This is an optimization exercise on Yosys and OpenROAD, whose aim is small area, a short achievable clock period and few clock cycles per item, not a production implementation. At most, simulation tests tie the RTL to the original design; equivalence was not proved. Function not checked in runs 1 and 2: the RTL went through the layout flow alone.

==> flow/design.v (outline; a module is shown in full before it is edited, if it fits) <==
// module fpu_pipe_unit: 276 lines
// module fpu_booth_enc: 12 lines
// module fpu_mul_cs24: 1330 lines
// module fpu_add32: 152 lines
// module fpu_add16: 73 lines
// module fpu_add31: 141 lines
module fpu_pipe_unit #(
    parameter int EXP_W = 8,
    parameter int MAN_W = 23,
    parameter int TAG_W = 4
) (
    input  logic                 clk,
    input  logic                 rst_n,
    input  logic                 in_valid,
    output logic                 in_ready,
    input  logic [1:0]           in_op,
    input  logic [EXP_W+MAN_W:0] in_a,
    input  logic [EXP_W+MAN_W:0] in_b,
    input  logic [TAG_W-1:0]     in_tag,
    output logic                 out_valid,
    input  logic                 out_ready,
    output logic [EXP_W+MAN_W:0] out_y,
    output logic [TAG_W-1:0]     out_tag,
    output logic [3:0]           out_flags,
    output logic [3:0]           sticky,
    input  logic                 sticky_clr
);
  // ...
==> flow/run.sh <==
#!/bin/bash
# synth_recipe.tcl (not shown) runs the flow's synth.tcl, then flattens the netlist and writes it again
# the make line also repeats each setting of config.mk as NAME=value (left out here)
make -C /OpenROAD-flow-scripts/flow DESIGN_CONFIG=/design/flow/config.mk WORK_HOME=/design/flow/orfs CLKGATE_MAP_FILE= SYNTH_SCRIPT=/design/flow/synth_recipe.tcl finish
==> flow/config.mk <==
export PLATFORM = sky130hd
export DESIGN_NAME = fpu_pipe_unit
export DESIGN_NICKNAME = fpu_pipe_unit
export VERILOG_FILES = /design/flow/design.v
export SDC_FILE = /design/flow/constraint.sdc
export NUM_CORES = 4
export LEC_CHECK = 0
export ABC_AREA = 1
export CAP_MARGIN = 20
export CORE_MARGIN = 2
export CORE_UTILIZATION = 40
export SETUP_SLACK_MARGIN = 5
export SLEW_MARGIN = 20
==> flow/constraint.sdc <==
create_clock -name core_clock -period 10.0 [get_ports {clk}]
set_input_delay 2.0000 -clock core_clock [delete_from_list [all_inputs] [get_ports {clk}]]
set_output_delay 2.0000 -clock core_clock [all_outputs]
set_load 0.01 [all_outputs]
==> run_results.csv, run 1 <==
group,metric,value,unit
run_status,status,"timing/DRC/antenna clean",
route,drtAntennaViolNets,0,
synth,synth_cell_types,62,
critical_path,r2r_start,"f1_q[10]",
sta,rsz0062_at_grt,"yes",
route,wirelength,102000,um
floorplan,rows,101,
critical_path,cp.arrival,5.38,ns
synth,synth.area.top_cells,"edfxtp_1 (26%), fa_1 (17%), xor2_1 (9.5%)",
finish,nClkBuffers,32,
floorplan,core,0.0758,mm^2
place,dp.cells,4558,
floorplan,die_h,281,um
sta,tightestPinTransition,1.32,ns
synth,synth_top_family_by_area,"adder cells",
finish,layout_commonest_cell,"nand2_1",
synth,yosys_warnings,1,
synth,synth_top_cell_by_area,"edfxtp_1",
finish,flops_and_latches,269,
critical_path,critPathCaptureType,"register",
clocking,htree_levels,1,
sta,fin_crit_sh,0.507,
synth,synth_xor_area_frac,0.101,
hold_path,whs_path_depth,0,
sta,whs,0.413,ns
route,post_drt_wl_per_cell,21.6,um
==> module fpu_pipe_unit, before the edit <==
module fpu_pipe_unit #(
    parameter int EXP_W = 8,
    parameter int MAN_W = 23,
    parameter int TAG_W = 4
) (
    input  logic                 clk,
    input  logic                 rst_n,
    input  logic                 in_valid,
    output logic                 in_ready,
    input  logic [1:0]           in_op,
    input  logic [EXP_W+MAN_W:0] in_a,
    input  logic [EXP_W+MAN_W:0] in_b,
    input  logic [TAG_W-1:0]     in_tag,
    output logic                 out_valid,
    input  logic                 out_ready,
    output logic [EXP_W+MAN_W:0] out_y,
    output logic [TAG_W-1:0]     out_tag,
    output logic [3:0]           out_flags,
    output logic [3:0]           sticky,
    input  logic                 sticky_clr
);
    localparam logic [1:0] K_ZERO = 2'd0;
    localparam logic [1:0] K_INF  = 2'd1;
    localparam logic [1:0] K_NAN  = 2'd2;
    localparam logic [1:0] K_NV   = 2'd3;
    logic adv;           
    logic hv_q;          
    assign adv      = !hv_q || out_ready;
    assign in_ready = adv;
    logic        v1_q;
    logic [3:0]  tag1_q;
    logic        mul1_q;
    logic [31:0] a1_q;
    logic [8:0]  b1_q;           
    logic [35:0] f1_q;           
    logic        mzb1_q;         
    logic        age1_q;         
    logic        a_ge_in;
    fpu_add31 u_cmp (.a(in_a[30:0]), .b(~in_b[30:0]), .ci(1'b1), .s(), .co(a_ge_in));
    logic        stk1_q;         
    logic [4:0]  tza_in, tzb_in;
    always_comb begin
        tza_in = 5'd23;
        tzb_in = 5'd23;
        for (int i = 22; i >= 0; i--) begin
            if (in_a[i]) tza_in = 5'(i);
            if (in_b[i]) tzb_in = 5'(i);
        end
    end
    logic [11:0] one_in, two_in, neg_in;
    fpu_booth_enc u_enc (.y({1'b1, in_b[22:0]}), .one(one_in), .two(two_in), .neg(neg_in));
    always_ff @(posedge clk or negedge rst_n) begin
        if (!rst_n)   v1_q <= 1'b0;
        else if (adv) v1_q <= in_valid;
    end
    always_ff @(posedge clk) begin
        if (adv) begin
            tag1_q <= in_tag;
            mul1_q <= (in_op == 2'd2);
            a1_q   <= in_a;
            b1_q   <= {in_b[31] ^ (in_op == 2'd1), in_b[30:23]};
            f1_q   <= (in_op == 2'd2) ? {neg_in, two_in, one_in} : {13'd0, in_b[22:0]};
            mzb1_q <= (in_b[22:0] == 23'd0);
            age1_q <= a_ge_in;
            stk1_q <= ({1'b0, tza_in} + {1'b0, tzb_in}) < 6'd20;
        end
    end
    logic       sa, sb;
    logic [7:0] ea, eb;
    logic [22:0] ma, mb;
    logic       za, zb, ia, ib, na, nb, fa, fb;
    assign sa = a1_q[31];
    assign sb = b1_q[8];
    assign ea = a1_q[30:23];
    assign eb = b1_q[7:0];
    assign ma = a1_q[22:0];
    assign mb = f1_q[22:0];
    assign za = (ea == 8'd0);
    assign zb = (eb == 8'd0);
    assign fa = (ea == 8'hFF);
    assign fb = (eb == 8'hFF);
    assign ia = fa && (ma == 23'd0);
    assign ib = fb && mzb1_q;
    assign na = fa && (ma != 23'd0);
    assign nb = fb && !mzb1_q;
    logic       sp2;
    logic [1:0] spk2;
    logic       sps2;
    always_comb begin
        sp2  = 1'b1;
        spk2 = K_NAN;
        sps2 = sa ^ sb;
        if (na || nb) begin
            spk2 = K_NAN;
        end else if (mul1_q) begin
            if ((ia && zb) || (za && ib)) spk2 = K_NV;
            else if (ia || ib)            spk2 = K_INF;
            else if (za || zb)            spk2 = K_ZERO;
            else                          sp2  = 1'b0;
        end else begin
            if (ia && ib && (sa != sb)) spk2 = K_NV;
            else if (ia) begin spk2 = K_INF; sps2 = sa; end
            else if (ib) begin spk2 = K_INF; sps2 = sb; end
            else sp2 = 1'b0;
        end
    end
    logic [47:0] ps, pc;
    fpu_mul_cs24 u_mul (.x({1'b1, ma}), .one(f1_q[11:0]), .two(f1_q[23:12]), .neg(f1_q[35:24]),
                        .y23(1'b1), .s(ps), .c(pc));
    logic [9:0] mexp;
    assign mexp = {2'b00, ea} + {2'b00, eb} - 10'd127;
    logic        a_ge;
    logic [7:0]  dab, dba, ediff, ebig;
    logic [23:0] sig_big, sig_sml;
    logic        sub2, sgn_add;
    assign a_ge    = age1_q;
    assign dab     = ea - eb;
    assign dba     = eb - ea;
    assign ediff   = a_ge ? dab : dba;
    assign ebig    = a_ge ? ea : eb;
    assign sig_big = a_ge ? (za ? 24'd0 : {1'b1, ma}) : (zb ? 24'd0 : {1'b1, mb});
    assign sig_sml = a_ge ? (zb ? 24'd0 : {1'b1, mb}) : (za ? 24'd0 : {1'b1, ma});
    assign sub2    = sa ^ sb;
    assign sgn_add = a_ge ? sa : sb;
    logic [26:0] al0, al1, al2, al3, al4, al5, sml_al;
    logic        st1, st2, st3, st4, st5, big_sh;
    assign big_sh = (ediff[7:5] != 3'd0);
    assign al0 = {sig_sml, 3'b000};
    assign st1 = ediff[4] && (al0[15:0] != 16'd0);
    assign al1 = ediff[4] ? {16'd0, al0[26:16]} : al0;
    assign st2 = ediff[3] && (al1[7:0] != 8'd0);
    assign al2 = ediff[3] ? {8'd0, al1[26:8]} : al1;
    assign st3 = ediff[2] && (al2[3:0] != 4'd0);
    assign al3 = ediff[2] ? {4'd0, al2[26:4]} : al2;
    assign st4 = ediff[1] && (al3[1:0] != 2'd0);
    assign al4 = ediff[1] ? {2'd0, al3[26:2]} : al3;
    assign st5 = ediff[0] && al4[0];
    assign al5 = ediff[0] ? {1'd0, al4[26:1]} : al4;
    assign sml_al = big_sh ? {26'd0, (sig_sml != 24'd0)}
                           : {al5[26:1], al5[0] | st1 | st2 | st3 | st4 | st5};
    logic        v2_q;
    logic [3:0]  tag2_q;
    logic        mul2_q, sp2_q, sgn2_q;
    logic [1:0]  spk2_q;
    logic [9:0]  e2_q;
    logic [31:0] r0_q, r1_q;     
    logic        ci2_q, st2_q;   
    logic        zz2_q;          
    logic        c16, a_eq, zz2;
    fpu_add16 u_low (.a(ps[15:0]), .b(pc[15:0]), .s(), .co(c16));
    assign a_eq = (a1_q[30:0] == {eb, mb});
    assign zz2  = !mul1_q && ((za && zb) || (sub2 && a_eq));
    always_ff @(posedge clk or negedge rst_n) begin
        if (!rst_n)   v2_q <= 1'b0;
        else if (adv) v2_q <= v1_q;
    end
    always_ff @(posedge clk) begin
        if (adv) begin
            tag2_q <= tag1_q;
            mul2_q <= mul1_q;
            sp2_q  <= sp2;
            spk2_q <= spk2;
            zz2_q  <= zz2;
            if (mul1_q) begin
                sgn2_q <= sp2 ? sps2 : (sa ^ sb);
                e2_q   <= mexp;
                r0_q   <= ps[47:16];
                r1_q   <= pc[47:16];
                ci2_q  <= c16;
                st2_q  <= stk1_q;
            end else begin
                sgn2_q <= sp2 ? sps2 : sgn_add;
                e2_q   <= {2'b00, ebig};
                r0_q   <= {1'b0, sig_big, 3'b000, {4{sub2}}};
                r1_q   <= {sub2, sml_al ^ {27{sub2}}, 4'd0};
                ci2_q  <= sub2;
                st2_q  <= 1'b0;
            end
        end
    end
    logic [31:0] sum;
    logic [27:0] z;
    logic [4:0]  lz;
    fpu_add32 u_sum (.a(r0_q), .b(r1_q), .ci(ci2_q), .s(sum), .co());
    assign z   = {sum[31:5], sum[4] | st2_q};
    always_comb begin
        lz = 5'd0;
        for (int i = 0; i < 27; i++) begin
            if (z[i]) lz = 5'(26 - i);
        end
    end
    logic        v3_q;
    logic [3:0]  tag3_q;
    logic        sp3_q, sgn3_q, zz3_q;
    logic [1:0]  spk3_q;
    logic [27:0] z3_q;
    logic [4:0]  lz3_q;
    logic [9:0]  e3_q;
    always_ff @(posedge clk or negedge rst_n) begin
        if (!rst_n)   v3_q <= 1'b0;
        else if (adv) v3_q <= v2_q;
    end
    always_ff @(posedge clk) begin
        if (adv) begin
            tag3_q <= tag2_q;
            sp3_q  <= sp2_q;
            spk3_q <= spk2_q;
            sgn3_q <= sgn2_q;
            zz3_q  <= zz2_q;
            z3_q   <= z;
            lz3_q  <= lz;
            e3_q   <= e2_q;
        end
    end
    logic [26:0] nm;
    logic [9:0]  e4;
    logic        up, inx, cy, ovf, unf;
    logic [30:0] rnd;
    logic [31:0] y4;
    logic [3:0]  f4;
    assign e4  = z3_q[27] ? (e3_q + 10'd1) : (e3_q - {5'd0, lz3_q});
    assign nm  = z3_q[27] ? {z3_q[27:2], z3_q[1] | z3_q[0]} : (z3_q[26:0] << lz3_q);
    assign up  = nm[2] && (nm[1] || nm[0] || nm[3]);
    assign inx = nm[2] || nm[1] || nm[0];
    fpu_add31 u_rnd (.a({e4[7:0], nm[25:3]}), .b(31'd0), .ci(up), .s(rnd), .co());
    assign cy  = up && (nm[25:3] == 23'h7FFFFF);
    assign ovf = (!e4[9] && (e4[8] || (e4[7:0] == 8'hFF)))
              || (e4 == 10'd254 && cy);
    assign unf = e4[9] || (e4 == 10'd0 && !cy);
    always_comb begin
        f4 = 4'b0000;
        if (sp3_q) begin
            case (spk3_q)
                K_ZERO:  y4 = {sgn3_q, 31'd0};
                K_INF:   y4 = {sgn3_q, 8'hFF, 23'd0};
                default: y4 = 32'hFFFFFFFF;
            endcase
            if (spk3_q == K_NV) f4 = 4'b1000;
        end else if (zz3_q) begin
            y4 = 32'd0;
        end else if (ovf) begin
            y4 = {sgn3_q, 8'hFF, 23'd0};
            f4 = 4'b0101;
        end else if (unf) begin
            y4 = {sgn3_q, 31'd0};
            f4 = 4'b0011;
        end else begin
            y4 = {sgn3_q, rnd};
            f4 = {3'b000, inx};
        end
    end
    logic [31:0] hy_q;
    logic [3:0]  ht_q, hf_q;
    logic [3:0]  sticky_q;
    always_ff @(posedge clk or negedge rst_n) begin
        if (!rst_n)   hv_q <= 1'b0;
        else if (adv) hv_q <= v3_q;
    end
    always_ff @(posedge clk) begin
        if (adv) begin
            hy_q <= y4;
            ht_q <= tag3_q;
            hf_q <= f4;
        end
    end
    always_ff @(posedge clk or negedge rst_n) begin
        if (!rst_n)          sticky_q <= 4'd0;
        else if (sticky_clr) sticky_q <= 4'd0;
        else if (hv_q && out_ready)        sticky_q <= sticky_q | hf_q;
    end
    assign out_valid = hv_q;
    assign out_y     = hy_q;
    assign out_tag   = ht_q;
    assign out_flags = hf_q;
    assign sticky    = sticky_q;
endmodule
==> run 2, diff against run 1 <==
--- a/flow/design.v
+++ b/flow/design.v
@@ -36,5 +36,2 @@
     logic        mzb1_q;         
-    logic        age1_q;         
-    logic        a_ge_in;
-    fpu_add31 u_cmp (.a(in_a[30:0]), .b(~in_b[30:0]), .ci(1'b1), .s(), .co(a_ge_in));
     logic        stk1_q;         
@@ -63,3 +60,2 @@
             mzb1_q <= (in_b[22:0] == 23'd0);
-            age1_q <= a_ge_in;
             stk1_q <= ({1'b0, tza_in} + {1'b0, tzb_in}) < 6'd20;
@@ -115,3 +111,3 @@
     logic        sub2, sgn_add;
-    assign a_ge    = age1_q;
+    fpu_add31 u_cmp (.a(a1_q[30:0]), .b(~{eb, mb}), .ci(1'b1), .s(), .co(a_ge));
     assign dab     = ea - eb;
==> run 2 against run 1 <==
  * Still clean
  * Synthesized cell count is 2.7% higher
  * Register-to-register slack better by 0.11 ns
  * Cell count up 2.9%
  * Worst setup slack better by 0.11 ns
  * Routed wire length grew 5.5%
  * Largest cell class unchanged
==> run_results.csv, run 2 <==
group,metric,value,unit
synth,yosys_warnings,1,
place,gp_congestion,0.962,
sta,final.setup.worst_slack,5.04,ns
synth,synth_mux_area_frac,0.00234,
synth,ys_ff_latch,268,
floorplan,start_util,0.402,
synth,syn_avg_cell_area,8.34,um^2
finish,final_cell_mix,"nand2_1 (701), inv_1 (503), xor2_1 (324), fa_1 (263), edfxtp_1 (260)",
finish,syn_to_final_growth,13.0,%
sta,finalSetupTns,0,ns
finish,layout_commonest_cell,"nand2_1",
route,viasPerCell,5.60,
finish,layout-drive-gt1-share,0.0757,
job,drv_cap,0,
floorplan,die_w,282,um
route,num_vias,27200,
sta,tightestPinTransition,1.22,ns
sta,fmax,201,MHz
synth,synth_top_cell_by_area,"edfxtp_1",
synth,synth_area,0.0310,mm^2
critical_path,critPathBufInv,3,
route,drtAntennaViolNets,0,
sta,setup-violations-final,0,
finish,utilization,0.454,
synth,ys.flop_type,"edfxtp_1",
synth,synth_compound_area_frac,0.134,
critical_path,crit_family,"adder cells",
clocking,insertion_delay,0.58,ns
clocking,htree_levels,2,
synth,synthAdderAreaFrac,0.251,
hold_path,hold_path.startpoint,"sgn2_q",
clocking,cts.path.max_buffers,3,
clocking,cts_tree,"built",
global_routing,track_usage,0.266,
critical_path,cp.arrival,5.34,ns
floorplan,rows,102,
synth,synth.area.top_cells,"edfxtp_1 (25%), fa_1 (17%), xor2_1 (9.2%)",
route,drcViolationCount,0,
synth,synthTopCellsByCount,"nand2_1 (703), inv_1 (521), xor2_1 (324), fa_1 (263), edfxtp_1 (260)",
global_routing,grt_pass1_wl,160000,um
sta,relSlewSlack,0.182,
finish,antenna_cells,0,
critical_path,r2r_start,"f1_q[17]",
clocking,numCtsBuffers,35,
route,drt-initial-drc-count,3003,
finish,largest_register_ffs,35,
synth,synth.top_cell.area_share,0.252,
finish,nets,4329,
floorplan,die_area,0.0797,mm^2
sta,timing.final.max_slew_violations,0,
sta,fin_crit_sh,0.496,
global_routing,overflow,0,
critical_path,crit_start,"f1_q[17]",
hold_path,min_path_type,"reg2reg",
sta,skew,0.0391,ns
place,port_buffers,120,
synth,yosysMostFrequentCell,"nand2_1",
sta,rsz0062_at_grt,"no",
clocking,cts_hold_buf,0,
synth,yosys.area_share.simple,0.158,
critical_path,critPathKind,"reg2reg",
critical_path,critPathSlowestCell,"edfxtp_1",
critical_path,critical_path.max_stage_delay,0.76,ns
synth,synthCells,3715,
route,dr.pass1.iters,6,
synth,syn_nets,4253,
critical_path,crit_fanout,8,
route,wirelength,108000,um
critical_path,critPathCaptureType,"register",
synth,synth-async-reset-ratio,0.0299,
floorplan,core,0.0771,mm^2
clocking,clkTransAtPathRegs,0.06,ns
clocking,cts-root-buf,"clkbuf_16",
place,post-place-ws,4.30,ns
synth,synth_cell_types,60,
sta,post-route-min-period,4.96,ns
place,place_hpwl,74600,um
finish,regMostFlops,"f1_q",
critical_path,crit_top_cell,"fa_1",
sta,hold_viol,0,
critical_path,cp_data_required_time,10.37,ns
run_status,status,"timing/DRC/antenna clean",
route,post_drt_wl_per_cell,22.2,um
global_routing,grt_start_max_net_pins,76,
floorplan,die_h,282,um
synth,ys_seq_area_frac,0.259,
global_routing,grt_pass1_vias,26400,
floorplan,io_pins,121,
clocking,cts.sinks,268,
global_routing,antenna_found_initial,2,
place,dp.cells,4713,
synth,synth_xor_area_frac,0.0998,
synth,synth-edff-count,260,
synth,synth_top_family_by_area,"adder cells",
finish,layoutNonFillerInstCount,4858,
critical_path,worstSetupStartpointType,"register",
critical_path,worstPathCellList,"clkinvlp_4 > buf_4 > o22ai_1 > xor2_1 > fa_1 > fa_1 > fa_1 > inv_1 > fa_1 > fa_1 > nor2_1 > a21oi_1",
==> run 2: what timing repair did <==
action	4_1_cts	5_1_grt
pin swaps	2	2
gates resized for setup	22	31
setup endpoints to repair	42	71
gates cloned	14	6
buffers inserted	32	29
==> run 2: cells by family (layout without fill, tap and decap cells) <==
group                    Yosys count  in the layout
AO/OA/AOI/OAI                    687            688
XOR/XNOR                         353            353
adder cells (fa/ha/maj)          463            463
buffers and inverters            763            862
flip-flops                       268            268
multiplexers                       7              7
AND/OR/NAND/NOR                 1174           1177
==> run 2: per-layer routing <==
metal | GRT usage | share of wire | vias up
met3 | 0.0697 | 0.11 | 450
li1 | - | - | 12400
met1 | 0.336 | 0.39 | 12800
met2 | 0.407 | 0.43 | 1520
met4 | 0.165 | 0.075 | 2
met5 | 0 | 0.00012 | -
==> run 2: worst register-to-register path: stages (launching register included) <==
cell        delay, ns
edfxtp_1         0.76
clkinvlp_4       0.28
buf_4            0.23
o22ai_1          0.19
xor2_1           0.22
fa_1             0.45
fa_1             0.57
fa_1             0.57
inv_1            0.06
fa_1             0.52
fa_1             0.57
nor2_1           0.07
a21oi_1          0.29
==> run 2: final cells by class <==
class,count,area (um^2)
fillers,7621,42100
multi-input cells,2688,20100
flip-flops and latches,268,8010
inverters,548,2140
repair buffers,234,2090
well taps,1040,1300
clock buffers,40,925
clock inverters,24,333
repair inverters,16,95.1
==> run 2: through the flow <==
step	cell area, um^2	hold WS (ns)
4_1_cts	34700	0.402
3_3_place_gp	33000	0.400
3_5_place_dp	33000	0.405
6_report	35000	0.406
2_1_floorplan	31000	0.400
5_1_grt	35000	0.409
==> run 2: final timing paths <==
check	end	slack, ns	cells past startpoint
worst max register to register	r0_q[13]	5.04	12
worst min-delay path	sgn3_q	0.41	0
worst min register to register	sgn3_q	0.41	0
max in group asynchronous	v2_q	7.96	1
worst max-delay path	r0_q[13]	5.04	12
min in group asynchronous	hv_q	1.74	1
==> run 3, diff against run 2 <==
--- a/flow/design.v
+++ b/flow/design.v
@@ -34,3 +34,3 @@
     logic [8:0]  b1_q;           
-    logic [35:0] f1_q;           
+    logic [22:0] f1_q;           
     logic        mzb1_q;         
@@ -47,3 +47,3 @@
     logic [11:0] one_in, two_in, neg_in;
-    fpu_booth_enc u_enc (.y({1'b1, in_b[22:0]}), .one(one_in), .two(two_in), .neg(neg_in));
+    fpu_booth_enc u_enc (.y({1'b1, f1_q}), .one(one_in), .two(two_in), .neg(neg_in));
     always_ff @(posedge clk or negedge rst_n) begin
@@ -58,3 +58,3 @@
             b1_q   <= {in_b[31] ^ (in_op == 2'd1), in_b[30:23]};
-            f1_q   <= (in_op == 2'd2) ? {neg_in, two_in, one_in} : {13'd0, in_b[22:0]};
+            f1_q   <= in_b[22:0];
             mzb1_q <= (in_b[22:0] == 23'd0);
@@ -103,3 +103,3 @@
     logic [47:0] ps, pc;
-    fpu_mul_cs24 u_mul (.x({1'b1, ma}), .one(f1_q[11:0]), .two(f1_q[23:12]), .neg(f1_q[35:24]),
+    fpu_mul_cs24 u_mul (.x({1'b1, ma}), .one(one_in), .two(two_in), .neg(neg_in),
                         .y23(1'b1), .s(ps), .c(pc));
==> flow/flow/run.sh (new file) <==
#!/bin/bash
# The standard layout (standard.sh), with the port buffers that
# buffer_ports inserts made of sky130_fd_sc_hd__buf_1 cells (every input and
# output port still gets its own buffer), and timing repair without gate
# cloning. Everything else is the standard flow's.
set -euo pipefail
sed 's|"\${@:-finish}"|BUFFER_PORTS_ARGS="-buffer_cell sky130_fd_sc_hd__buf_1" SKIP_GATE_CLONING=1 "${@:-finish}"|' standard.sh > standard_ports.sh
grep -q 'SKIP_GATE_CLONING=1' standard_ports.sh
bash standard_ports.sh > standard.log 2>&1
==> flow/standard.sh (new file) <==
#!/bin/bash
# synth_recipe.tcl (not shown) runs the flow's synth.tcl, then flattens the netlist and writes it again
# the make line also repeats each setting of config.mk as NAME=value (left out here)
make -C /OpenROAD-flow-scripts/flow DESIGN_CONFIG=/design/flow/config.mk WORK_HOME=/design/flow/orfs CLKGATE_MAP_FILE= SYNTH_SCRIPT=/design/flow/synth_recipe.tcl "${@:-finish}"
removed: flow/run.sh
==> run 3 against run 2 <==
  * Cell area decreased by 5.9%
  * Register-to-register slack improved by 0.04 ns
  * Utilization decreased by 1.0 points
  * Synthesized cell count decreased by 2.8%
  * Clock-buffer cell count decreased by 9
==> run_results.csv, run 3 <==
group,metric,value,unit
run_status,status,"timing/DRC/antenna clean",
clocking,cts_tree,"built",
place,place_hpwl,71100,um
finish,layout_commonest_cell,"nand2_1",
global_routing,grt_pass1_wl,150000,um
hold_path,min_path_type,"reg2reg",
sta,post-route-min-period,4.93,ns
sta,hold_viol,0,
critical_path,cp.arrival,5.31,ns
global_routing,grt_start_max_net_pins,74,
synth,yosys_warnings,1,
clocking,insertion_delay,0.60,ns
floorplan,die_area,0.0770,mm^2
critical_path,cp_data_required_time,10.39,ns
finish,final_cell_mix,"nand2_1 (667), inv_1 (489), xor2_1 (291), o22ai_1 (274), fa_1 (262)",
critical_path,critPathCaptureType,"register",
hold_path,whs_path_depth,0,
sta,finalSetupTns,0,ns
finish,design_area,0.0329,mm^2
synth,synth_cell_types,69,
route,post_drt_wl_per_cell,21.1,um
critical_path,critPathKind,"reg2reg",
route,num_vias,26300,
clocking,clkTransAtPathRegs,0.07,ns
synth,yosysMostFrequentCell,"nand2_1",
hold_path,hold_path.startpoint,"tag2_q[0]",
place,port_buffers,120,
global_routing,overflow,0,
route,drtAntennaViolNets,0,
synth,synthCells,3612,
floorplan,start_util,0.403,
sta,whs,0.412,ns
global_routing,antenna_found_initial,2,
floorplan,core,0.0742,mm^2
floorplan,io_pins,121,
place,gp_congestion,0.956,
critical_path,r2r_start,"f1_q[17]",
critical_path,worstSetupStartpointType,"register",
synth,synth_area,0.0299,mm^2
sta,relSlewSlack,0.421,
sta,timing.final.max_slew_violations,0,
hold_path,min_to,"tag3_q[0]",
finish,n_fill_cell,7393,
clocking,cts.path.max_buffers,3,
synth,synth-async-reset-ratio,0.0313,
finish,nets,4176,
global_routing,track_usage,0.249,
critical_path,reg2reg_depth,14,
clocking,cts.sinks,256,
place,place_area,0.0312,mm^2
floorplan,die_w,277,um
synth,synth-edff-count,248,
route,drcViolationCount,0,
synth,syn_avg_cell_area,8.28,um^2
critical_path,crit_fanout,23,
global_routing,grt_pass1_vias,25700,
clocking,numCtsBuffers,30,
finish,ff_latch_area,0.00765,mm^2
finish,layout-drive-gt1-share,0.0692,
synth,synth.area.top_cells,"edfxtp_1 (25%), fa_1 (18%), xor2_1 (8.5%)",
floorplan,die_h,277,um
synth,synth.top_cell.area_share,0.249,
synth,ys.flop_type,"edfxtp_1",
clocking,htree_levels,1,
sta,setup-violations-final,0,
finish,utilization,0.444,
synth,synth_top_cell_by_area,"edfxtp_1",
synth,synthTopCellsByCount,"nand2_1 (675), inv_1 (499), xor2_1 (291), o22ai_1 (274), fa_1 (262)",
sta,skew,0.0353,ns
synth,ys_ff_latch,256,
sta,fin_crit_sh,0.493,
route,wirelength,98300,um
clocking,cts_hold_buf,0,
sta,rsz0062_at_grt,"yes",
sta,fmax,203,MHz
synth,ys_seq_area_frac,0.256,
finish,multi_input_area,0.0194,mm^2
job,drv_cap,0,
floorplan,rows,100,
route,viasPerCell,5.64,
synth,syn_nets,4129,
critical_path,rrSetupSlack,5.07,ns
finish,syn_to_final_growth,10.1,%
route,drt-initial-drc-count,2470,
critical_path,r2r_end,"r0_q[14]",
clocking,cts-root-buf,"clkbuf_16",
sta,tightestPinTransition,0.868,ns
route,dr.pass1.iters,6,
==> run 3: cell count changes after synthesis, sizes merged, moves of 5 or more <==
cell / change
xor2: -33
ha: -20
a21oi: -26
xnor2: -5
o22ai: +21
o221ai: -11
o21ai: +15
inv: -23
edfxtp: -12
a31oi: -6
clkinv: +15
nand2: -17
nor2: -7
==> run 3: area by class of cell <==
class,instances,area share
Clock inverter,25,0.00896
Timing Repair Buffer,227,0.0457
Clock buffer,31,0.0229
Inverter,540,0.0633
Antenna cell,2,0.000152
Multi-Input combinational cell,2604,0.590
Tap cell,969,0.0368
Sequential cell,256,0.232
==> run 3: cells by family (layout without fill, tap and decap cells) <==
logic type	count (synthesis)	after routing	synth area share
xor+xnor	315	315	0.0922
mux	10	10	0.00343
fa+ha+maj	442	442	0.251
other cells	0	2	0
simple gates	1156	1156	0.163
flops	256	256	0.256
buf+inv	752	823	0.0981
compound gates	681	681	0.137
==> run 3: how the worst max path moves through the flow <==
stage | end | slack, ns | from
after detailed placement | r1_q[4] | 4.01 | f1_q[9]
after floorplan | in_ready | 4.92 | out_ready
after global routing | ci2_q | 4.95 | f1_q[5]
after CTS | r1_q[14] | 5.00 | f1_q[7]
final | r0_q[14] | 5.07 | f1_q[17]
after global placement | r1_q[4] | 3.96 | f1_q[9]
==> run 3: metal layers <==
metal  vias up  track usage  part of all wire
li1      12100            -                 -
met1     12600        0.323              0.40
met2      1287        0.400              0.45
met3       304       0.0606              0.10
met4         2        0.100             0.048
met5         -            0           0.00013
==> run 3: per-stage QoR <==
stage	setup slack, ns	cells
global route	4.95	4652
global placement	3.96	4551
CTS	5.00	4622
floorplan	4.92	3612
detailed placement	4.01	4552
finish	5.07	4654
==> run 3: repair_timing <==
action | in CTS | in global routing
setup endpoints to repair | 56 | 79
pin swaps | 0 | 2
gates resized for setup | 32 | 63
setup buffers | 14 | 30
==> run 3: critical path, stage by stage, from the launching register on <==
cell	delay, ns
edfxtp_1	0.44
clkinv_1	0.07
buf_4	0.40
nand2_1	0.17
nand2_4	0.33
o22ai_1	0.14
xor2_1	0.19
fa_1	0.58
fa_1	0.46
fa_1	0.55
inv_1	0.05
fa_1	0.44
fa_1	0.55
nor2_1	0.08
a21oi_2	0.24
Testbench counts of run 3, summed over its fixed seeds: cycles 12,032, items 12,000.
==> run 4, diff against run 3 <==
==> flow/flow/run.sh (replaced) <==
#!/bin/bash
# The standard layout (standard.sh), with the port buffers that
# buffer_ports inserts made of sky130_fd_sc_hd__buf_1 cells (every input and
# output port still gets its own buffer), and timing repair limited to
# resizing, swapping pins and buffering. Everything else is the standard flow's.
set -euo pipefail
sed 's|"\${@:-finish}"|BUFFER_PORTS_ARGS="-buffer_cell sky130_fd_sc_hd__buf_1" SETUP_MOVE_SEQUENCE=unbuffer,sizeup,swap,buffer "${@:-finish}"|' standard.sh > standard_ports.sh
grep -q 'SETUP_MOVE_SEQUENCE=unbuffer,sizeup,swap,buffer' standard_ports.sh
bash standard_ports.sh > standard.log 2>&1
==> run 4 against run 3 <==
  * Sequential cell count unchanged
  * Utilization up 0.24 points
  * Die area unchanged
  * Maximum frequency about the same
  * Worst setup slack worse by 0.0023 ns
  * Largest cell class unchanged
==> run_results.csv, run 4 <==
group,metric,value,unit
critical_path,cp_data_required_time,10.39,ns
synth,ys_ff_latch,256,
sta,final.setup.worst_slack,5.07,ns
synth,synth.area.top_cells,"edfxtp_1 (25%), fa_1 (18%), xor2_1 (8.5%)",
critical_path,critPathBufInv,5,
hold_path,min_path_type,"reg2reg",
route,wirelength,96300,um
floorplan,die_w,277,um
critical_path,crit_family,"adder cells",
finish,utilization,0.446,
clocking,cts_hold_buf,0,
sta,rsz0062_at_grt,"yes",
sta,post-route-min-period,4.93,ns
finish,nets,4160,
clocking,clkTransAtPathRegs,0.06,ns
sta,tightestPinTransition,0.870,ns
sta,skew,0.0345,ns
clocking,numCtsBuffers,30,
floorplan,die_area,0.0770,mm^2
sta,hold_viol,0,
synth,synthTopCellsByCount,"nand2_1 (675), inv_1 (499), xor2_1 (291), o22ai_1 (274), fa_1 (262)",
critical_path,cp.arrival,5.32,ns
synth,yosysMostFrequentCell,"nand2_1",
finish,syn_to_final_growth,10.7,%
route,dr.pass1.iters,6,
synth,synth-edff-count,248,
route,post_drt_wl_per_cell,20.8,um
job,drv_cap,0,
synth,syn_nets,4129,
finish,layout_commonest_cell,"nand2_1",
global_routing,grt_pass1_wl,149000,um
clocking,insertion_delay,0.60,ns
global_routing,grt_start_max_net_pins,74,
synth,ys_seq_area_frac,0.256,
critical_path,critical_path.max_stage_delay,0.59,ns
critical_path,worstPathCellList,"buf_12 > inv_1 > buf_12 > o21ai_0 > nand2_1 > buf_12 > o22ai_1 > xor2_1 > fa_1 > fa_1 > fa_1 > inv_1 > fa_1 > fa_1 > nor2_1 > a21oi_2",
clocking,htree_levels,1,
global_routing,track_usage,0.248,
place,port_buffers,120,
synth,synth-async-reset-ratio,0.0313,
sta,fmax,203,MHz
route,drtAntennaViolNets,0,
synth,synthCells,3612,
sta,setup-violations-final,0,
floorplan,rows,100,
synth,yosys_warnings,1,
place,gp_congestion,0.956,
synth,synth_cell_types,69,
sta,relSlewSlack,0.420,
floorplan,die_h,277,um
critical_path,crit_top_cell,"fa_1",
synth,syn_avg_cell_area,8.28,um^2
route,drcViolationCount,0,
global_routing,grt_pass1_vias,25700,
synth,synth_top_cell_by_area,"edfxtp_1",
critical_path,critPathKind,"reg2reg",
critical_path,critPathSlowestCell,"fa_1",
finish,antenna_cells,0,
place,place_hpwl,71100,um
synth,synth_area,0.0299,mm^2
sta,finalSetupTns,0,ns
sta,fin_crit_sh,0.493,
finish,layout-drive-gt1-share,0.0796,
clocking,cts-root-buf,"clkbuf_16",
place,post-place-ws,4.01,ns
finish,design_area,0.0331,mm^2
route,viasPerCell,5.60,
clocking,cts.sinks,256,
synth,synth.top_cell.area_share,0.249,
sta,timing.final.max_slew_violations,0,
critical_path,critPathCaptureType,"register",
floorplan,start_util,0.403,
clocking,cts.path.max_buffers,3,
place,place_area,0.0312,mm^2
global_routing,antenna_found_initial,2,
critical_path,crit_fanout,23,
clocking,cts_tree,"built",
synth,ys.flop_type,"edfxtp_1",
floorplan,io_pins,121,
floorplan,core,0.0742,mm^2
finish,final_cell_mix,"nand2_1 (666), inv_1 (481), xor2_1 (281), fa_1 (259), o22ai_1 (253)",
route,drt-initial-drc-count,2349,
critical_path,worstSetupStartpointType,"register",
run_status,status,"timing/DRC/antenna clean",
global_routing,overflow,0,
route,num_vias,26000,
run 4: cell counts after synthesis:
No cell type changed its count.
run 4: metal layers:
layer	routed length, um	share of wire	vias up	track usage
met1	39400	0.41	12400	0.321
met5	13	0.00014	-	0
met3	9020	0.094	293	0.0610
met2	43600	0.45	1219	0.399
met4	4310	0.045	2	0.0992
li1	-	-	12000	-
run 4: cells by family after synthesis:
kind of cell | Yosys count | synth area share
mux | 10 | 0.00343
xor+xnor | 315 | 0.0922
buf+inv | 752 | 0.0981
flops | 256 | 0.256
fa+ha+maj | 442 | 0.251
simple gates | 1156 | 0.163
compound gates | 681 | 0.137
run 4: repair_timing:
action,4_1_cts,5_1_grt
endpoints found under the hold margin,0,0
endpoints found under the setup margin,56,80
setup buffers,8,20
pin swaps,1,81
gates resized for setup,39,128
run 4: cell type report:
class	instances	area [um^2]
flip-flops and latches	256	7650
fillers	7363	41100
clock inverters	25	295
multi-input cells	2604	19800
clock buffers	31	754
repair buffers	211	1340
well taps	969	1210
inverters	540	2080
run 4: stage by stage:
stage,std cells,hold slack (ns)
final,4636,0.412
after global placement,4551,0.401
after floorplan,3612,0.400
after detailed placement,4552,0.405
after global routing,4636,0.420
after CTS,4616,0.415
run 4: worst reg2reg max path, delay by kind of cell (launching register included):
kind | cells | cell delay, ns
and+or+nand+nor | 2 | 0.19
adders and majority gates | 5 | 2.62
DFF | 1 | 0.41
xor gates and xnor gates | 1 | 0.18
AOI/OAI and AO/OA | 3 | 0.54
buffers and inverters | 5 | 0.78
run 4: path summary, 6_finish.rpt:
check                                from  slack (ns)  cells past startpoint          end
worst max register to register   f1_q[11]        5.07                     16     r0_q[14]
worst min-delay path            tag2_q[0]        0.41                      0    tag3_q[0]
worst max-delay path             f1_q[11]        5.07                     16     r0_q[14]
worst min register to register  tag2_q[0]        0.41                      0    tag3_q[0]
max in group asynchronous           rst_n        8.33                      1         v2_q
min in group asynchronous           rst_n        1.35                      1  sticky_q[2]
==> run 5, diff against run 4 <==
--- a/flow/design.v
+++ b/flow/design.v
@@ -32,6 +32,7 @@
     logic        mul1_q;
-    logic [31:0] a1_q;
-    logic [8:0]  b1_q;           
-    logic [22:0] f1_q;           
-    logic        mzb1_q;         
+    logic [31:0] x1_q, y1_q;
+    logic [31:0] bx_in;
+    logic        a_ge;
+    assign bx_in = {in_b[31] ^ (in_op == 2'd1), in_b[30:0]};
+    fpu_add31 u_cmp (.a(in_a[30:0]), .b(~in_b[30:0]), .ci(1'b1), .s(), .co(a_ge));
     logic        stk1_q;         
@@ -47,3 +48,3 @@
     logic [11:0] one_in, two_in, neg_in;
-    fpu_booth_enc u_enc (.y({1'b1, f1_q}), .one(one_in), .two(two_in), .neg(neg_in));
+    fpu_booth_enc u_enc (.y({1'b1, y1_q[22:0]}), .one(one_in), .two(two_in), .neg(neg_in));
     always_ff @(posedge clk or negedge rst_n) begin
@@ -56,6 +57,4 @@
             mul1_q <= (in_op == 2'd2);
-            a1_q   <= in_a;
-            b1_q   <= {in_b[31] ^ (in_op == 2'd1), in_b[30:23]};
-            f1_q   <= in_b[22:0];
-            mzb1_q <= (in_b[22:0] == 23'd0);
+            x1_q   <= a_ge ? in_a : bx_in;
+            y1_q   <= a_ge ? bx_in : in_a;
             stk1_q <= ({1'b0, tza_in} + {1'b0, tzb_in}) < 6'd20;
@@ -67,8 +66,8 @@
     logic       za, zb, ia, ib, na, nb, fa, fb;
-    assign sa = a1_q[31];
-    assign sb = b1_q[8];
-    assign ea = a1_q[30:23];
-    assign eb = b1_q[7:0];
-    assign ma = a1_q[22:0];
-    assign mb = f1_q[22:0];
+    assign sa = x1_q[31];
+    assign sb = y1_q[31];
+    assign ea = x1_q[30:23];
+    assign eb = y1_q[30:23];
+    assign ma = x1_q[22:0];
+    assign mb = y1_q[22:0];
     assign za = (ea == 8'd0);
@@ -78,5 +77,5 @@
     assign ia = fa && (ma == 23'd0);
-    assign ib = fb && mzb1_q;
+    assign ib = fb && (mb == 23'd0);
     assign na = fa && (ma != 23'd0);
-    assign nb = fb && !mzb1_q;
+    assign nb = fb && (mb != 23'd0);
     logic       sp2;
@@ -107,15 +106,11 @@
     assign mexp = {2'b00, ea} + {2'b00, eb} - 10'd127;
-    logic        a_ge;
-    logic [7:0]  dab, dba, ediff, ebig;
+    logic [7:0]  ediff, ebig;
     logic [23:0] sig_big, sig_sml;
     logic        sub2, sgn_add;
-    fpu_add31 u_cmp (.a(a1_q[30:0]), .b(~{eb, mb}), .ci(1'b1), .s(), .co(a_ge));
-    assign dab     = ea - eb;
-    assign dba     = eb - ea;
-    assign ediff   = a_ge ? dab : dba;
-    assign ebig    = a_ge ? ea : eb;
-    assign sig_big = a_ge ? (za ? 24'd0 : {1'b1, ma}) : (zb ? 24'd0 : {1'b1, mb});
-    assign sig_sml = a_ge ? (zb ? 24'd0 : {1'b1, mb}) : (za ? 24'd0 : {1'b1, ma});
+    assign ediff   = ea - eb;
+    assign ebig    = ea;
+    assign sig_big = za ? 24'd0 : {1'b1, ma};
+    assign sig_sml = zb ? 24'd0 : {1'b1, mb};
     assign sub2    = sa ^ sb;
-    assign sgn_add = a_ge ? sa : sb;
+    assign sgn_add = sa;
     logic [26:0] al0, al1, al2, al3, al4, al5, sml_al;
@@ -146,3 +141,3 @@
     fpu_add16 u_low (.a(ps[15:0]), .b(pc[15:0]), .s(), .co(c16));
-    assign a_eq = (a1_q[30:0] == {eb, mb});
+    assign a_eq = (x1_q[30:0] == y1_q[30:0]);
     assign zz2  = !mul1_q && ((za && zb) || (sub2 && a_eq));
==> flow/run.sh (new file) <==
#!/bin/bash
# synth_recipe.tcl (not shown) runs the flow's synth.tcl, then flattens the netlist and writes it again
# the make line also repeats each setting of config.mk as NAME=value (left out here)
make -C /OpenROAD-flow-scripts/flow DESIGN_CONFIG=/design/flow/config.mk WORK_HOME=/design/flow/orfs CLKGATE_MAP_FILE= SYNTH_SCRIPT=/design/flow/synth_recipe.tcl finish
removed: flow/flow/run.sh
removed: flow/standard.sh
==> run 5 against run 4 <==
  * Clock skew down 0.022 ns
  * Critical path depth down 1
  * Largest cell class unchanged
  * Still clean on timing, DRC and antenna
  * Utilization up 1.4 points
  * Critical endpoint is now r1_q[16]
  * Die area down 1.1%
  * Synthesized cell count down 2.5%
  * Clock-buffer cell count up 13
  * Worst setup slack better by 0.015 ns
  * Non-clock buffer count up 41
  * Global-route usage down 0.11 points
  * Routed wire length down 0.85%
==> run_results.csv, run 5 <==
group,metric,value,unit
clocking,cts_hold_buf,0,
critical_path,cp_data_required_time,10.32,ns
floorplan,core,0.0731,mm^2
sta,fmax,204,MHz
synth,synthCells,3522,
clocking,cts.path.max_buffers,3,
clocking,cts-root-buf,"clkbuf_16",
floorplan,die_area,0.0761,mm^2
synth,synth-edff-count,247,
global_routing,antenna_found_initial,1,
route,wirelength,95500,um
synth,yosys.area_share.simple,0.133,
critical_path,critPathKind,"reg2reg",
finish,n_fill_cell,7156,
route,drt-initial-drc-count,2499,
route,drtAntennaViolNets,0,
clocking,cts.sinks,255,
sta,fin_crit_sh,0.491,
synth,ys.flop_type,"edfxtp_1",
finish,final_cell_mix,"nand2_1 (602), inv_1 (521), xor2_1 (305), o22ai_1 (287), fa_1 (261)",
synth,synth_compound_area_frac,0.153,
clocking,insertion_delay,0.62,ns
synth,ys_seq_area_frac,0.258,
synth,yosysMostFrequentCell,"nand2_1",
finish,layout-drive-gt1-share,0.0848,
critical_path,critical_path.max_stage_delay,0.55,ns
critical_path,worstPathCellList,"buf_8 > inv_1 > buf_12 > o21ai_2 > buf_8 > o22ai_1 > xor2_1 > fa_1 > fa_1 > fa_1 > inv_1 > fa_1 > fa_1 > nand2_1 > o21ai_0",
sta,rsz0062_at_grt,"yes",
synth,synth.top_cell.area_share,0.251,
critical_path,critPathSlowestCell,"fa_1",
synth,synth_mux_area_frac,0.00448,
run_status,status,"timing/DRC/antenna clean",
finish,syn_to_final_growth,13.9,%
synth,synth_top_cell_by_area,"edfxtp_1",
floorplan,die_w,276,um
sta,finalSetupTns,0,ns
floorplan,die_h,276,um
synth,syn_avg_cell_area,8.40,um^2
sta,hold_viol,0,
clocking,clkTransAtPathRegs,0.06,ns
global_routing,grt_pass1_wl,145000,um
global_routing,grt_pass1_vias,24500,
finish,nets,4124,
sta,skew,0.0127,ns
synth,synthTopCellsByCount,"nand2_1 (611), inv_1 (534), xor2_1 (305), o22ai_1 (289), fa_1 (261)",
job,drv_cap,0,
sta,setup-violations-final,0,
sta,tightestPinTransition,0.917,ns
synth,synth_area,0.0296,mm^2
finish,layout_commonest_cell,"nand2_1",
synth,synthAdderAreaFrac,0.253,
sta,relSlewSlack,0.382,
synth,ys_ff_latch,255,
floorplan,io_pins,121,
clocking,cts_tree,"built",
place,port_buffers,120,
global_routing,overflow,0,
clocking,numCtsBuffers,30,
floorplan,rows,99,
hold_path,min_path_type,"reg2reg",
critical_path,crit_fanout,24,
critical_path,critPathCaptureType,"register",
synth,yosys_warnings,1,
synth,synth-async-reset-ratio,0.0314,
route,post_drt_wl_per_cell,20.8,um
critical_path,crit_top_cell,"fa_1",
global_routing,track_usage,0.247,
global_routing,grt_start_max_net_pins,96,
critical_path,cp.arrival,5.23,ns
place,place_hpwl,67200,um
synth,synth_top_family_by_area,"adder cells",
clocking,htree_levels,1,
floorplan,start_util,0.405,
synth,synth.area.top_cells,"edfxtp_1 (25%), fa_1 (18%), xor2_1 (9.0%)",
sta,timing.final.max_slew_violations,0,
synth,synth_cell_types,66,
sta,post-route-min-period,4.91,ns
route,num_vias,25500,
critical_path,worstSetupStartpointType,"register",
synth,synth_xor_area_frac,0.0968,
route,drcViolationCount,0,
finish,utilization,0.461,
place,gp_congestion,0.965,
route,viasPerCell,5.55,
synth,syn_nets,4038,
route,dr.pass1.iters,6,
## run 5: worst paths after layout
path | from | end | slack, ns | depth (start not counted)
setup / recovery | y1_q[15] | r1_q[16] | 5.09 | 15
hold / removal | e2_q[2] | e3_q[2] | 0.42 | 0
setup reg to reg | y1_q[15] | r1_q[16] | 5.09 | 15
hold reg to reg | e2_q[2] | e3_q[2] | 0.42 | 0
max in group asynchronous | rst_n | hv_q | 8.04 | 1
min in group asynchronous | rst_n | v2_q | 1.67 | 1
## run 5: what timing repair did
item	CTS	global route
gates cloned	7	5
buffers inserted	18	41
pin swaps	1	7
gates resized for setup	52	87
endpoints found under the setup margin	94	114
## run 5: cell families after synthesis
group                      after synthesis
AOI/OAI and AO/OA                      762
xor gates and xnor gates               327
adders and majority gates              441
buffers and inverters                  773
DFF                                    255
muxes                                   13
and+or+nand+nor                        951
## run 5: stage by stage
step | hold slack [ns] | worst slack [ns] | cells | cell area, um^2
floorplan | 0.400 | 4.93 | 3522 | 29600
global placement | 0.401 | 4.16 | 4464 | 31600
detailed placement | 0.405 | 4.11 | 4464 | 31600
CTS | 0.409 | 4.91 | 4543 | 32900
global route | 0.418 | 4.97 | 4589 | 33700
finish | 0.416 | 5.09 | 4590 | 33700
## run 5: area by class of cell
class                      count  area, um^2  share of cell area
multi-input combinational   2497       19200               0.569
sequential                   255        7620               0.226
timing repair buffer         252        2480              0.0736
inverter                     568        2200              0.0653
tap                          959        1200              0.0356
clock buffer                  44         863              0.0256
clock inverter                10         114             0.00338
timing repair inverter         4        25.0            0.000743
antenna                        1        2.50           0.0000743
## run 5: critical path: cells and delay by family, from the launching register on
kind | cells | cell delay, ns
AO/OA/AOI/OAI | 3 | 0.55
XOR/XNOR | 1 | 0.18
adder cells (fa/ha/maj) | 5 | 2.53
buffers and inverters | 5 | 0.86
flip-flops | 1 | 0.36
AND/OR/NAND/NOR | 1 | 0.10
## run 5: metal layers
metal	up-vias	wire (um)	GRT usage
met5	-	0	0
met4	0	4540	0.0989
met3	246	9310	0.0487
met2	1254	41900	0.385
met1	12100	39700	0.338
li1	11800	-	-
Testbench counts of run 5, summed over its fixed seeds: cycles 12,032, items 12,000.
==> run 6, diff against run 5 <==
==> flow/flow/run.sh (new file) <==
#!/bin/bash
# The standard layout (standard.sh), with the port buffers that
# buffer_ports inserts made of sky130_fd_sc_hd__buf_1 cells (every input and
# output port still gets its own buffer). Everything else is the standard flow's.
set -euo pipefail
sed 's|"\${@:-finish}"|BUFFER_PORTS_ARGS="-buffer_cell sky130_fd_sc_hd__buf_1" "${@:-finish}"|' standard.sh > standard_ports.sh
grep -q 'BUFFER_PORTS_ARGS="-buffer_cell sky130_fd_sc_hd__buf_1"' standard_ports.sh
bash standard_ports.sh > standard.log 2>&1
==> flow/standard.sh (new file) <==
#!/bin/bash
# synth_recipe.tcl (not shown) runs the flow's synth.tcl, then flattens the netlist and writes it again
# the make line also repeats each setting of config.mk as NAME=value (left out here)
make -C /OpenROAD-flow-scripts/flow DESIGN_CONFIG=/design/flow/config.mk WORK_HOME=/design/flow/orfs CLKGATE_MAP_FILE= SYNTH_SCRIPT=/design/flow/synth_recipe.tcl "${@:-finish}"
removed: flow/run.sh
==> run 6 against run 5 <==
  * First-iteration DRC count about the same
  * Still clean on timing, DRC and antenna
  * Cell area shrank 3.0%
  * Utilization shrank 1.4 points
  * Synthesized cell count unchanged
  * Critical endpoint is now ci2_q
  * Hold slack improved by 0.0015 ns
  * Register-to-register slack worse by 0.04 ns
==> run_results.csv, run 6 <==
group,metric,value,unit
run_status,status,"timing/DRC/antenna clean",
clocking,cts_tree,"built",
sta,fmax,202,MHz
route,drt-initial-drc-count,2497,
global_routing,met3_usage,0.0411,
critical_path,r2r_end,"ci2_q",
finish,antenna_cells,0,
global_routing,grt_pass1_vias,24400,
clocking,insertion_delay,0.62,ns
critical_path,cp_data_required_time,10.36,ns
job,drv_cap,0,
hold_path,hold_path.startpoint,"tag1_q[2]",
route,drtAntennaViolNets,0,
place,post-place-ws,4.22,ns
critical_path,rrSetupSlack,5.05,ns
sta,relSlewSlack,0.326,
sta,setup-violations-final,0,
clocking,htree_levels,1,
finish,final_cell_mix,"nand2_1 (602), inv_1 (521), xor2_1 (305), o22ai_1 (289), fa_1 (260)",
global_routing,overflow,0,
synth,yosys_warnings,1,
sta,tightestPinTransition,1.01,ns
clocking,cts-root-buf,"clkbuf_16",
hold_path,whs_path_depth,0,
hold_path,min_path_type,"reg2reg",
synth,ys.flop_type,"edfxtp_1",
synth,yosysMostFrequentCell,"nand2_1",
global_routing,grt_use_met2,0.384,
place,place_area,0.0309,mm^2
route,drcViolationCount,0,
critical_path,crit_fanout,26,
synth,synth.top_cell.area_share,0.251,
synth,synth.area.top_cells,"edfxtp_1 (25%), fa_1 (18%), xor2_1 (9.0%)",
finish,design_area,0.0327,mm^2
place,place_hpwl,67700,um
floorplan,die_h,276,um
critical_path,cp.arrival,5.31,ns
sta,timing.final.max_slew_violations,0,
critical_path,r2r_start,"y1_q[0]",
clocking,cts.path.max_buffers,3,
floorplan,start_util,0.405,
route,dr.pass1.iters,7,
clocking,clkTransAtPathRegs,0.06,ns
critical_path,worstSetupStartpointType,"register",
synth,synthCells,3522,
finish,nets,4101,
floorplan,die_w,276,um
critical_path,reg2reg_depth,17,
synth,syn_avg_cell_area,8.40,um^2
synth,ys_ff_latch,255,
place,gp_congestion,0.949,
place,port_buffers,120,
floorplan,rows,99,
hold_path,min_to,"tag2_q[2]",
synth,synthTopCellsByCount,"nand2_1 (611), inv_1 (534), xor2_1 (305), o22ai_1 (289), fa_1 (261)",
finish,layout_commonest_cell,"nand2_1",
synth,synth_area,0.0296,mm^2
route,post_drt_wl_per_cell,20.6,um
finish,utilization,0.447,
floorplan,die_area,0.0761,mm^2
global_routing,track_usage,0.243,
global_routing,grt_use_met1,0.331,
global_routing,top_usage_layer,"met2",
sta,hold_viol,0,
route,num_vias,25400,
synth,syn_nets,4038,
sta,post-route-min-period,4.95,ns
route,viasPerCell,5.56,
global_routing,grt_start_max_net_pins,96,
clocking,cts.sinks,255,
synth,synth-async-reset-ratio,0.0314,
synth,ys_seq_area_frac,0.258,
sta,finalSetupTns,0,ns
route,wirelength,93900,um
global_routing,grt_pass1_wl,143000,um
finish,syn_to_final_growth,10.5,%
floorplan,io_pins,121,
critical_path,critPathCaptureType,"register",
clocking,numCtsBuffers,29,
sta,final.setup.worst_slack,5.05,ns
sta,fin_crit_sh,0.495,
synth,synth_top_cell_by_area,"edfxtp_1",
finish,layout-drive-gt1-share,0.0782,
floorplan,core,0.0731,mm^2
sta,whs,0.418,ns
global_routing,antenna_found_initial,0,
critical_path,critPathKind,"reg2reg",
synth,synth-edff-count,247,
finish,n_fill_cell,7257,
synth,synth_cell_types,66,
sta,rsz0062_at_grt,"yes",
sta,skew,0.0270,ns
[run 6: repair_timing]
item,4_1_cts,5_1_grt
gates resized for setup,51,59
setup endpoints to repair,49,101
hold buffers,0,0
cloned,4,7
pin swaps,0,2
setup buffers,14,27
[run 6: cell type report]
| class | count | area, um^2 | area share |
|---|---|---|---|
| timing repair inverter | 4 | 27.5 | 0.000843 |
| timing repair buffer | 232 | 1510 | 0.0462 |
| sequential | 255 | 7620 | 0.233 |
| clock buffer | 32 | 747 | 0.0229 |
| inverter | 568 | 2190 | 0.0671 |
| tap | 959 | 1200 | 0.0367 |
| clock inverter | 18 | 270 | 0.00827 |
| multi-input combinational | 2495 | 19100 | 0.585 |
[run 6: worst max-delay path by stage]
stage | startpoint | end | slack, ns | cells past startpoint
after floorplan | out_ready | in_ready | 4.93 | 2
after global placement | y1_q[3] | ci2_q | 4.31 | 18
after detailed placement | y1_q[21] | r0_q[10] | 4.22 | 17
after CTS | y1_q[21] | r0_q[10] | 4.97 | 17
after global routing | y1_q[7] | ci2_q | 4.84 | 20
final | y1_q[0] | ci2_q | 5.05 | 17
[run 6: cells by family after synthesis]
| kind of cell | Yosys count | synth area share |
|---|---|---|
| buffers and inverters | 773 | 0.102 |
| DFF | 255 | 0.258 |
| muxes | 13 | 0.00448 |
| AOI/OAI and AO/OA | 762 | 0.153 |
| xor gates and xnor gates | 327 | 0.0968 |
| adders and majority gates | 441 | 0.253 |
| and+or+nand+nor | 951 | 0.133 |
[run 6: metal layers]
layer,vias to the layer above,part of all wire
met3,265,0.095
met1,12100,0.41
met2,1277,0.44
met4,0,0.049
li1,11800,-
met5,-,0
[run 6: critical path: stages, from the launching register on]
cell and delay [ns]:
edfxtp_1 0.52, clkinv_1 0.08, buf_4 0.35, nand2_4 0.28
o22ai_1 0.22, xor2_1 0.13, fa_1 0.55, inv_1 0.06
fa_1 0.51, fa_1 0.56, inv_1 0.06, fa_1 0.54
inv_1 0.05, ha_1 0.32, a21oi_1 0.15, o21ai_0 0.08
o21ai_0 0.17, nand2_1 0.06
[run 6: metrics by stage]
step | cells
global placement | 4461
CTS | 4529
detailed placement | 4461
global route | 4563
floorplan | 3522
finish | 4563

[separate check: timing with driven ports]
The results above use ideal ports. As a check the final layouts listed here were re-extracted and re-timed, cells and wires unchanged.
Step 1, drivers: a clkbuf_16 drives clk and a buf_2 each remaining input, both assumed.
Step 2 adds t to the input delays and takes it off the output delays; t is the mean of the earliest and latest rising clock arrival at the registers after step 1. Input paths then give back, and output paths get back, about the clock's delay inside the block.
Three values: ideal ports, drivers, drivers and shift; two values: the first two.
| run | t (ns) | setup slack, ns | hold slack, ns | latest minus earliest clock arrival (ns) | worst data-port slew with drivers (ns) |
|---|---|---|---|---|---|
| run 1 | 0.663 | 4.927 / 4.927 / 4.927 | 0.413 / 0.413 / 0.413 | 0.025 / 0.024 | 0.08 |
| run 2 | 0.623 | 5.036 / 5.036 / 5.036 | 0.406 / 0.406 / 0.406 | 0.040 / 0.039 | 0.07 |
| run 3 | 0.646 | 5.074 / 5.074 / 5.074 | 0.412 / 0.412 / 0.412 | 0.037 / 0.036 | 0.07 |
| run 4 | 0.647 | 5.071 / 5.071 / 5.071 | 0.412 / 0.412 / 0.412 | 0.037 / 0.037 | 0.07 |
| run 5 | 0.674 | 5.087 / 5.087 / 4.644 | 0.416 / 0.416 / 0.416 | 0.014 / 0.014 | 0.05 |
| run 6 | 0.673 | 5.046 / 5.046 / 4.719 | 0.418 / 0.418 / 0.418 | 0.027 / 0.028 | 0.05 |
After both steps setup and hold are still met in every run listed. The setup slack of run 5, which loses most, moves by 0.000 ns with the drivers and by -0.443 ns with both steps.
